Background: an optimization exercise with open tools, aiming at a short achievable clock period and few clock cycles. Do not read the settings as production practice.
Function was checked by simulation only, so behaviour that the tests miss may differ from the original.
No activity file was given, so power comes from the tool's default toggle rates.

==> flow/design.v (excerpt) <==
module dcacheTop (
	input  logic        CLK,
	input  logic        nRST,
	input  logic        cpuRen,
	input  logic        cpuWen,
	input  logic [31:0] cpuAddr,
	input  logic [31:0] cpuStore,
	input  logic        halt,
	output logic        dHit,
	output logic [31:0] loadData,
	output logic        flushed,
	output logic        memRen,
	output logic        memWen,
	output logic [31:0] memAddr,
	output logic [31:0] memStore,
	input  logic [31:0] memLoad,
	input  logic        memWait
);
==> flow/config.mk <==
export PLATFORM = sky130hd
export DESIGN_NAME = dcacheTop
export DESIGN_NICKNAME = dcacheTop
export VERILOG_FILES = /design/flow/design.v
export SDC_FILE = /design/flow/constraint.sdc
export NUM_CORES = 4
export LEC_CHECK = 0
export ABC_CLOCK_PERIOD_IN_PS = 1500
export CAP_MARGIN = 20
export CORE_MARGIN = 2
export CORE_UTILIZATION = 40
export SLEW_MARGIN = 20
==> flow/constraint.sdc <==
create_clock -name core_clock -period 10.0 [get_ports {CLK}]
set_input_delay 2.0000 -clock core_clock [delete_from_list [all_inputs] [get_ports {CLK}]]
set_output_delay 2.0000 -clock core_clock [all_outputs]
set_load 0.01 [all_outputs]
standard.sh (not shown) runs the stock make flow with config.mk's settings and CLKGATE_MAP_FILE= SYNTH_SCRIPT=/design/flow/synth_recipe.tcl, a recipe that flattens the netlist after the stock synthesis.
==> flow/flow/run.sh <==
#!/bin/bash
# The standard layout, with timing repair aimed well below the clock period
set -euo pipefail
bash standard.sh SETUP_SLACK_MARGIN=6.5 finish > standard.log 2>&1
Testbench counts at the start, summed over its fixed seeds: cycles 73,735.
Next try:
--- a/flow/design.v
+++ b/flow/design.v
@@ -181,24 +181,16 @@
 	logic [25:0] mTag;
 	logic [2:0]  mIdx;
 	logic        mOff;
 	assign mTag = rqAddr[29:4];
 	assign mIdx = rqAddr[3:1];
 	assign mOff = rqAddr[0];
-	logic [2:0]  rIdx;
-	logic        rOff;
-	always_ff @(posedge CLK) begin
-		if (state == S_LOOK) begin
-			rIdx <= cpuAddr[5:3];
-			rOff <= cpuAddr[2];
-		end
-	end
 	logic [25:0] mvTag;
 	logic [31:0] mvB;
-	assign mvTag = vWay ? tag1[rIdx] : tag0[rIdx];
-	assign mvB = vWay ? b1[rIdx] : b0[rIdx];
+	assign mvTag = vWay ? tag1[mIdx] : tag0[mIdx];
+	assign mvB = vWay ? b1[mIdx] : b0[mIdx];
 	logic found;
 	logic fw;
 	logic [2:0] fi;
 	always_comb begin
 		fw = 1'b0;
 		fi = '0;
@@ -230,15 +222,15 @@
 	logic [31:0] fB;
 	assign fB = fWay ? b1[fIdx] : b0[fIdx];
 	logic [31:0] scanAddr, scanStore;
 	assign scanAddr = foundQ ? {sTag, fiQ, 3'b000} : 32'h00003100;
 	assign scanStore = foundQ ? sA : hitCount;
 	logic [31:0] fillWord;
-	assign fillWord = rOff ? memLoad : holdA;
+	assign fillWord = mOff ? memLoad : holdA;
 	logic [31:0] fixWord;
-	assign fixWord = hWay ? (rOff ? b1[rIdx] : a1[rIdx]) : (rOff ? b0[rIdx] : a0[rIdx]);
+	assign fixWord = hWay ? (mOff ? b1[mIdx] : a1[mIdx]) : (mOff ? b0[mIdx] : a0[mIdx]);
 	logic altLd;
 	logic [31:0] altWord;
 	assign altLd = (state == S_FB) || (state == S_FIX);
 	assign altWord = (state == S_FB) ? fillWord : fixWord;
 	logic look, resp, respWrite;
 	assign look = (state == S_LOOK);
@@ -311,13 +303,13 @@
 	end
 	logic [25:0] fTag;
 	logic [31:0] fA;
 	assign fTag = fWay ? tag1[fIdx] : tag0[fIdx];
 	assign fA = fWay ? a1[fIdx] : a0[fIdx];
 	logic [31:0] mvA;
-	assign mvA = vWay ? a1[rIdx] : a0[rIdx];
+	assign mvA = vWay ? a1[mIdx] : a0[mIdx];
 	logic [31:0] addrN, storeN;
 	always_comb begin
 		addrN = {mTag, mIdx, 3'b100};
 		storeN = mvB;
 		case (state)
 			S_LOOK: begin
Core utilization stays flat. Design area came out lower by 1.0%. Power went down by 15%. Routed wire length climbs by 7.4%. Via count is higher by 10%. Count of clock-buffer cells in the layout decreases by 23. Register-to-register slack gets worse by 0.17 ns. Combinational power fell by 35%. Flip-flop and latch count falls by 7. Die area goes down by 0.97%. Setup slack is worse by 0.061 ns.
Testbench counts after the change, summed over its fixed seeds: cycles 73,735.

## static timing again, ports no longer ideal
In the flow no input, the clock included, has a driving cell. The finished layouts below were timed again as built, in two steps. Step 1: set_driving_cell puts a clkbuf_16 on CLK and a buf_2 on each other input, an assumption about the parent block. Step 2 adds t to the input delays and takes it off the output delays; t is the mean of the earliest and latest rising clock arrival at the registers after step 1. Input paths then give back, and output paths get back, about the clock's delay inside the block. Slacks: no drivers / after step 1 / after step 2; pairs: no drivers / after step 1.
run | t (ns) | setup slack, ns | pins driven straight from the clock port
the first run | 0.972 | 6.143 / 5.993 / 5.020 | 1
the second run | 0.993 | 6.082 / 6.014 / 5.020 | 1
After both steps every run listed still meets setup and hold. The setup slack of the first run, which loses most, moves by -0.150 ns with the drivers and by -1.123 ns with both steps.
